This is an optimization exercise on Yosys and OpenROAD, whose aim is small area, a short achievable clock period and few clock cycles per item, not a production implementation.
The RTL was checked by simulation tests, not by an equivalence proof against the original design.
No activity file was given, so power comes from the tool's default toggle rates.

File: design/flow/design.v
package tksl_pkg;
    localparam logic [1:0] CMD_OFFER = 2'd0;
    localparam logic [1:0] CMD_READ  = 2'd1;
    localparam logic [1:0] CMD_CLEAR = 2'd2;
    localparam logic       REG_CAPACITY = 1'b0;
    localparam logic [4:0] CAP_RESET    = 5'd16;
    typedef struct packed {
        logic        [15:0] id;
        logic signed [31:0] score;
    } t_entry;
    typedef struct packed {
        logic        [1:0]  cmd;
        logic        [15:0] hit_id;
        logic signed [31:0] hit_score;
        logic        [3:0]  read_pos;
    } t_req;
    typedef struct packed {
        logic               placed;
        logic        [3:0]  place_pos;
        logic               dropped_valid;
        logic        [15:0] dropped_id;
        logic signed [31:0] dropped_score;
        logic               read_valid;
        logic        [15:0] read_id;
        logic signed [31:0] read_score;
        logic        [4:0]  fill_count;
    } t_rsp;
    typedef struct packed {
        logic wr_en;
        logic valid;
        logic prev_ge;
    } t_cell_ctl;
    typedef struct packed {
        logic ge;
        logic front;
    } t_cell_stat;
endpackage
module tksl_cell (
    input  logic       i_clk,
    input  tksl_pkg::t_cell_ctl  i_ctl,
    input  tksl_pkg::t_entry     i_hit,
    input  tksl_pkg::t_entry     i_left,
    output tksl_pkg::t_entry     o_entry,
    output tksl_pkg::t_cell_stat o_stat
);
    tksl_pkg::t_entry r_entry;
    logic   w_ge;
    assign w_ge = i_ctl.valid && !($signed(r_entry.score) < $signed(i_hit.score));
    assign o_stat.ge    = w_ge;
    assign o_stat.front = !w_ge && i_ctl.prev_ge;
    assign o_entry      = r_entry;
    always_ff @(posedge i_clk) begin
        if (i_ctl.wr_en && !w_ge) begin
            r_entry <= i_ctl.prev_ge ? i_hit : i_left;
        end
    end
endmodule
module top_k_score_list #(
    parameter int LIST_DEPTH = 16
) (
    input  logic        i_clk,
    input  logic        i_rst_n,
    input  logic        i_req_valid,
    output logic        i_req_ready,
    input  logic [1:0]  i_req_cmd,
    input  logic [15:0] i_req_hit_id,
    input  logic [31:0] i_req_hit_score,
    input  logic [3:0]  i_req_read_pos,
    output logic        o_rsp_valid,
    input  logic        o_rsp_ready,
    output logic        o_rsp_placed,
    output logic [3:0]  o_rsp_place_pos,
    output logic        o_rsp_dropped_valid,
    output logic [15:0] o_rsp_dropped_id,
    output logic [31:0] o_rsp_dropped_score,
    output logic        o_rsp_read_valid,
    output logic [15:0] o_rsp_read_id,
    output logic [31:0] o_rsp_read_score,
    output logic [4:0]  o_rsp_fill_count,
    input  logic        psel,
    input  logic        penable,
    input  logic        pwrite,
    input  logic [2:0]  paddr,
    input  logic [31:0] pwdata,
    output logic [31:0] prdata,
    output logic        pready
);
    localparam int CW = $clog2(LIST_DEPTH + 1);
    localparam int EW = 48;
    function automatic logic [CW-1:0] f_eff_cap(input logic [4:0] cap);
        logic [CW-1:0] res;
        if (cap == 5'd0) begin
            res = CW'(1);
        end else if (int'(cap) > LIST_DEPTH) begin
            res = CW'(LIST_DEPTH);
        end else begin
            res = CW'(cap);
        end
        f_eff_cap = res;
    endfunction
    logic [4:0]      r_capacity;
    logic [CW-1:0]   r_count;
    logic [CW-1:0]   n_count;
    logic            r_rsp_valid;
    tksl_pkg::t_rsp            r_rsp;
    tksl_pkg::t_rsp            n_rsp;
    logic [CW-1:0]   w_eff_cap;
    logic            w_acc;
    logic            w_cfg_wr;
    logic            w_full;
    logic            w_any_lt;
    logic            w_place_ok;
    logic            w_wr_en;
    tksl_pkg::t_entry          w_hit;
    logic [LIST_DEPTH*EW-1:0] w_ent;
    logic [LIST_DEPTH-1:0] w_valid;
    logic [LIST_DEPTH-1:0] w_ge;
    logic [LIST_DEPTH-1:0] w_front;
    logic [LIST_DEPTH-1:0] w_rd_sel;
    logic [LIST_DEPTH-1:0] w_last_sel;
    tksl_pkg::t_entry          w_rd_ent;
    tksl_pkg::t_entry          w_last_ent;
    logic [3:0]      w_place_pos;
    logic            w_rd_valid;
    assign pready   = 1'b1;
    assign w_cfg_wr = psel && penable && pwrite && (paddr[2] == tksl_pkg::REG_CAPACITY);
    assign prdata   = (paddr[2] == tksl_pkg::REG_CAPACITY) ? {27'd0, r_capacity} : 32'd0;
    tksl_pkg::t_req            w_req;
    assign w_req.cmd       = i_req_cmd;
    assign w_req.hit_id    = i_req_hit_id;
    assign w_req.hit_score = i_req_hit_score;
    assign w_req.read_pos  = i_req_read_pos;
    assign i_req_ready = i_rst_n && (!r_rsp_valid || o_rsp_ready);
    assign w_acc       = i_req_valid && i_req_ready;
    assign o_rsp_valid         = r_rsp_valid;
    assign o_rsp_placed        = r_rsp.placed;
    assign o_rsp_place_pos     = r_rsp.place_pos;
    assign o_rsp_dropped_valid = r_rsp.dropped_valid;
    assign o_rsp_dropped_id    = r_rsp.dropped_id;
    assign o_rsp_dropped_score = r_rsp.dropped_score;
    assign o_rsp_read_valid    = r_rsp.read_valid;
    assign o_rsp_read_id       = r_rsp.read_id;
    assign o_rsp_read_score    = r_rsp.read_score;
    assign o_rsp_fill_count    = r_rsp.fill_count;
    assign w_eff_cap = f_eff_cap(r_capacity);
    assign w_hit.id    = w_req.hit_id;
    assign w_hit.score = w_req.hit_score;
    for (genvar g = 0; g < LIST_DEPTH; g++) begin : g_cell
        tksl_pkg::t_cell_ctl  w_ctl;
        tksl_pkg::t_cell_stat w_cstat;
        tksl_pkg::t_entry     w_cent;
        assign w_valid[g]    = CW'(g) < r_count;
        assign w_last_sel[g] = CW'(g + 1) == r_count;
        assign w_ge[g]       = w_cstat.ge;
        assign w_front[g]    = w_cstat.front;
        assign w_ent[g*EW +: EW] = w_cent;
        if (g < 16) begin : g_rd
            assign w_rd_sel[g] = w_req.read_pos == 4'(g);
        end else begin : g_nord
            assign w_rd_sel[g] = 1'b0;
        end
        assign w_ctl.wr_en = w_wr_en;
        assign w_ctl.valid = w_valid[g];
        if (g == 0) begin : g_head
            assign w_ctl.prev_ge = 1'b1;
            tksl_cell u_cell (
                .i_clk   (i_clk),
                .i_ctl   (w_ctl),
                .i_hit   (w_hit),
                .i_left  (w_hit),
                .o_entry (w_cent),
                .o_stat  (w_cstat)
            );
        end else begin : g_body
            assign w_ctl.prev_ge = w_ge[g-1];
            tksl_cell u_cell (
                .i_clk   (i_clk),
                .i_ctl   (w_ctl),
                .i_hit   (w_hit),
                .i_left  (w_ent[(g-1)*EW +: EW]),
                .o_entry (w_cent),
                .o_stat  (w_cstat)
            );
        end
    end
    always_comb begin
        w_rd_ent    = '0;
        w_last_ent  = '0;
        w_place_pos = 4'd0;
        for (int i = 0; i < LIST_DEPTH; i++) begin
            w_rd_ent    = w_rd_ent    | (w_rd_sel[i]   ? tksl_pkg::t_entry'(w_ent[i*EW +: EW]) : tksl_pkg::t_entry'(0));
            w_last_ent  = w_last_ent  | (w_last_sel[i] ? tksl_pkg::t_entry'(w_ent[i*EW +: EW]) : tksl_pkg::t_entry'(0));
            w_place_pos = w_place_pos | (w_front[i]    ? 4'(i)    : 4'd0);
        end
    end
    assign w_any_lt   = |(w_valid & ~w_ge);
    assign w_full     = r_count >= w_eff_cap;
    assign w_place_ok = !w_full || w_any_lt;
    assign w_wr_en    = w_acc && (w_req.cmd == tksl_pkg::CMD_OFFER) && w_place_ok;
    assign w_rd_valid = int'(w_req.read_pos) < int'(r_count);
    always_comb begin
        n_count = r_count;
        n_rsp   = '0;
        case (w_req.cmd)
            tksl_pkg::CMD_OFFER: begin
                if (w_place_ok) begin
                    n_rsp.placed    = 1'b1;
                    n_rsp.place_pos = w_place_pos;
                end
                if (!w_full) begin
                    n_count = r_count + CW'(1);
                end else if (w_any_lt) begin
                    n_rsp.dropped_valid = 1'b1;
                    n_rsp.dropped_id    = w_last_ent.id;
                    n_rsp.dropped_score = w_last_ent.score;
                end
            end
            tksl_pkg::CMD_READ: begin
                if (w_rd_valid) begin
                    n_rsp.read_valid = 1'b1;
                    n_rsp.read_id    = w_rd_ent.id;
                    n_rsp.read_score = w_rd_ent.score;
                end
            end
            tksl_pkg::CMD_CLEAR: begin
                n_count = '0;
            end
            default: begin
                n_count = r_count;
            end
        endcase
        n_rsp.fill_count = 5'(n_count);
    end
    always_ff @(posedge i_clk) begin
        if (!i_rst_n) begin
            r_capacity  <= tksl_pkg::CAP_RESET;
            r_count     <= '0;
            r_rsp_valid <= 1'b0;
        end else begin
            if (w_cfg_wr) begin
                r_capacity <= pwdata[4:0];
                if (r_count > f_eff_cap(pwdata[4:0])) begin
                    r_count <= f_eff_cap(pwdata[4:0]);
                end
            end else if (w_acc) begin
                r_count <= n_count;
            end
            if (w_acc) begin
                r_rsp_valid <= 1'b1;
            end else if (o_rsp_ready) begin
                r_rsp_valid <= 1'b0;
            end
        end
    end
    always_ff @(posedge i_clk) begin
        if (w_acc) begin
            r_rsp <= n_rsp;
        end
    end
endmodule
File: design/flow/run.sh
#!/bin/bash
# synth_recipe.tcl (not shown) runs the flow's synth.tcl, then flattens the netlist and writes it again
# the make line also repeats each setting of config.mk as NAME=value (left out here)
make -C /OpenROAD-flow-scripts/flow DESIGN_CONFIG=/design/flow/config.mk WORK_HOME=/design/flow/orfs CLKGATE_MAP_FILE= SYNTH_SCRIPT=/design/flow/synth_recipe.tcl finish
File: design/flow/config.mk
export PLATFORM = sky130hd
export DESIGN_NAME = top_k_score_list
export DESIGN_NICKNAME = top_k_score_list
export VERILOG_FILES = /design/flow/design.v
export SDC_FILE = /design/flow/constraint.sdc
export NUM_CORES = 4
export LEC_CHECK = 0
export CAP_MARGIN = 20
export CORE_MARGIN = 2
export CORE_UTILIZATION = 40
export PLACE_DENSITY = 0.6
export SLEW_MARGIN = 20
File: design/flow/constraint.sdc
create_clock -name core_clock -period 6.0 [get_ports {i_clk}]
set_input_delay 1.2000 -clock core_clock [delete_from_list [all_inputs] [get_ports {i_clk}]]
set_output_delay 1.2000 -clock core_clock [all_outputs]
set_load 0.01 [all_outputs]
==> reports/results.tsv <==
metric	value	unit
WP data required	6430	ps
Max-Cap Viols	0	
largest family of logic cells by synthesized area	compound AO/OA/AOI/OAI gates	
wirelength, routed	264000	µm
clock sink total	887	
Post-Synth Adder-Cell Area	11.6	%
drt pass-1 iters	8	
Reg2Reg Setup Slack	780	ps
Hold Vio Cnt, Final	0	
Synth Area per Inst	11.6	µm²
Post-Synth XOR/XNOR Area	0.0790	%
layout cell share with drive strength beyond 1	20.2	%
GRT Max-Usage Layer	met2	
RSZ-0062 raised after global routing	false	
Async SR Flop Fraction	0	%
WS Path Type	input port to flop	
maximum VDD drop	0.211	mV
ANT nets after route	0	
CP Max Fanout	23	
Row Count	136	
FF-to-FF End	g_cell[15].g_body.u_cell.r_entry[14]	
clock-pin slew on the worst setup and hold paths	60	ps
Top-Level Pins	239	
initial antenna violation count	13	
YS warnings	2	
GP Congestion	1.01	
run status	timing/DRC/antenna clean	
total congestion overflow	0	
Tmin final	5700	ps
Die Span X	376	µm
FILL cells	12341	
placed cell area	62500	µm²
met2 usage	52.4	%
CTS tree	done	
1st-iter DRT viols	8991	
post-synthesis compound-gate area fraction	20.1	%
Post-synth EDFFs	876	
Final period util	95.0	%
Via density	7.17	
P_leak	23.6	nW
global routing usage on met3	12.2	%
layout net count	5717	
Area Growth Syn to Fin	19.0	%
R2R depth	16	
Routed wire per std cell	37.7	µm
post-synthesis simple-gate area fraction	7.71	%
Distinct cells, synth	74	
GR met1 Demand/Resource	46.9	%
worst min-delay path class	flop to flop	
largest net degree at the start of global routing	73	
number of port buffers	181	
worst path arrival time	6130	ps
Worst Setup End Kind	flop	
Core Area	137000	µm²
cell area after layout	65900	µm²
critical path startpoint	i_req_hit_score[31]	
area of the multi-input gates	27900	µm²
P per Cell Area	243	nW/µm²
Final Max Slew Viols	0	
Cells after Synth	4783	
vias in the first global route	47605	
dpl cells	6800	
sequential-to-total area share from yosys stat	47.9	%
Hold-fix buffers, CTS	0	
Primary FF master, synth	edfxtp_1	
Storage cell area	26500	µm²
crit path to	g_cell[0].g_head.u_cell.r_entry[1]	
H-Tree Level Count	3	
GRT Util Overall	36.1	%
Hold Startpoint	r_capacity[0]	
maximum clock rate	176	MHz
HPWL after DPL	173000	µm
DRC Markers	0	
Clock Latency Late Sink	770	ps
Slew headroom	15.1	%
worst-margin pin slew	1270	ps
global-route wire length before repair	363000	µm
Initial Util	40.3	%
#FFs+latches synth	887	
Clock Tree Buf Depth	3	
Cell Area, Synth	55400	µm²
post-synthesis mux area share	9.85	%
Final Skew	45.6	ps
cts bufs inserted	101	
vias	50125	
Root Driver	clkbuf_16	
setup bufs post-CTS	0	
FF-to-FF Start	g_cell[10].g_body.u_cell.r_entry[30]	
Setup-failing EPs final	0	
Setup crit start kind	input port	
final non-filler cell total	6991	
die height	376	µm
die area	142000	µm²
==> flip-flops by register name, summed over array words and instances (netlist names) <==
signal,cells
g_cell.g_body.u_cell.r_entry,720
r_rsp,108
g_cell.g_head.u_cell.r_entry,48
r_capacity,5
r_count,5
r_rsp_valid,1
==> through the flow <==
| step | worst slack, ps | power, mW | util, % | hold WS, ps | TNS, ps |
|---|---|---|---|---|---|
| after floorplan | 54.1 | 8.36 | - | 445 | 0 |
| after global placement | -596 | 9.44 | 45.5 | 463 | -410370 |
| after detailed placement | -628 | 9.48 | 45.5 | 471 | -431700 |
| after CTS | 133 | 15.9 | 47.9 | 479 | 0 |
| after global routing | 125 | 16.4 | 48.0 | 495 | 0 |
| final | 302 | 16.0 | 48.0 | 481 | 0 |
==> Yosys cell counts, drive strengths merged (84+ instances only) <==
library cell	instances	area [µm²]
ha	512	6410
nand4	87	544
a22o	235	2060
nor2	151	567
a21oi	204	1020
clkbuf	258	970
edfxtp	876	26300
a221oi	242	2120
a31oi	92	576
o21ai	358	1790
mux2	476	5360
and3	84	526
nand2	422	1580
a22oi	303	2270
==> cells by family after synthesis <==
| kind of cell | after synthesis |
|---|---|
| AOI/OAI and AO/OA | 1591 |
| xor gates and xnor gates | 5 |
| adders and majority gates | 512 |
| buffers and inverters | 385 |
| DFF | 887 |
| muxes | 486 |
| other | 2 |
| and+or+nand+nor | 915 |
==> how the worst min path moves through the flow <==
stage	endpoint	slack [ps]	cells after the start
floorplan	r_capacity[0]	450	2
finish	r_capacity[0]	480	2
detailed placement	r_capacity[0]	470	2
global route	r_capacity[0]	500	2
CTS	r_capacity[0]	480	2
global placement	r_capacity[0]	460	2
==> critical path, stage by stage <==
cell,delay [ps]
clkdlybuf4s50_1,620
inv_1,170
buf_4,260
ha_1,370
nand4_1,280
nor4_1,350
buf_4,250
o311ai_0,370
buf_4,290
o211ai_1,90
mux2i_1,320
a22oi_1,130
nand4b_1,190
o31ai_4,110
buf_12,200
nor3_4,610
buf_12,270
==> repair_timing <==
action                                  in CTS  in global routing
endpoints found under the setup margin       0                285
endpoints found under the hold margin        0                  0
gates resized for setup                      0                  1
==> power breakdown <==
group / internal [mW] / leakage [nW] / switching, mW / total, mW
combinational: 0.887 / 13.9 / 1.45 / 2.34
sequential: 6.97 / 8.10 / 0.154 / 7.12
clock: 3.70 / 1.63 / 2.85 / 6.55
total: 11.6 / 23.6 / 4.45 / 16.0
==> placed cells by master, fill, tap and decap left out, drive strengths merged, types with 92 or more instances in the layout <==
master,n
a31oi,92
ha,512
clkdlybuf4s50,181
a22oi,303
nand2,422
nor2,151
buf,349
o21ai,358
a21oi,204
a221oi,242
mux2,476
edfxtp,876
clkbuf,119
a22o,235
==> metal layers <==
layer	share of wire, %	wire length, µm	vias up
met3	15	38900	1327
met5	0.053	140	-
met4	7.3	19200	16
li1	-	-	19968
met1	37	96700	24322
met2	41	109000	4492
==> area by class of cell <==
type                    count  share of cell area [%]
well taps                1794                    3.40
flip-flops and latches    887                    40.2
clock inverters            68                    1.14
clock buffers             119                    3.98
multi-input cells        3537                    42.3
diodes                      4                  0.0152
repair buffers            530                    8.63
inverters                  52                   0.304
Testbench counts, summed over its fixed seeds: cycles 24,008, items 24,000.

==> what the ideal ports hide <==
Ports are ideal in the flow. The routed layout listed here was re-timed in OpenROAD. Step 1, drivers: a clkbuf_16 drives i_clk and a buf_2 each remaining input, both assumed. Step 2 also shifts input and output timing later by t, the mid clock arrival at the registers, as if the neighbouring blocks saw the same clock. Three values: ideal, step 1, step 2; two values: the first two.
t, ns: 0.836
slack for setup (ns): 0.302 / 0.332 / -0.504
hold slack, ns: 0.481 / 0.481 / 0.481
With both steps, setup timing fails in this run, where it was met with ideal ports. The setup slack of this run moves by +0.030 ns with the drivers and by -0.806 ns with both steps.
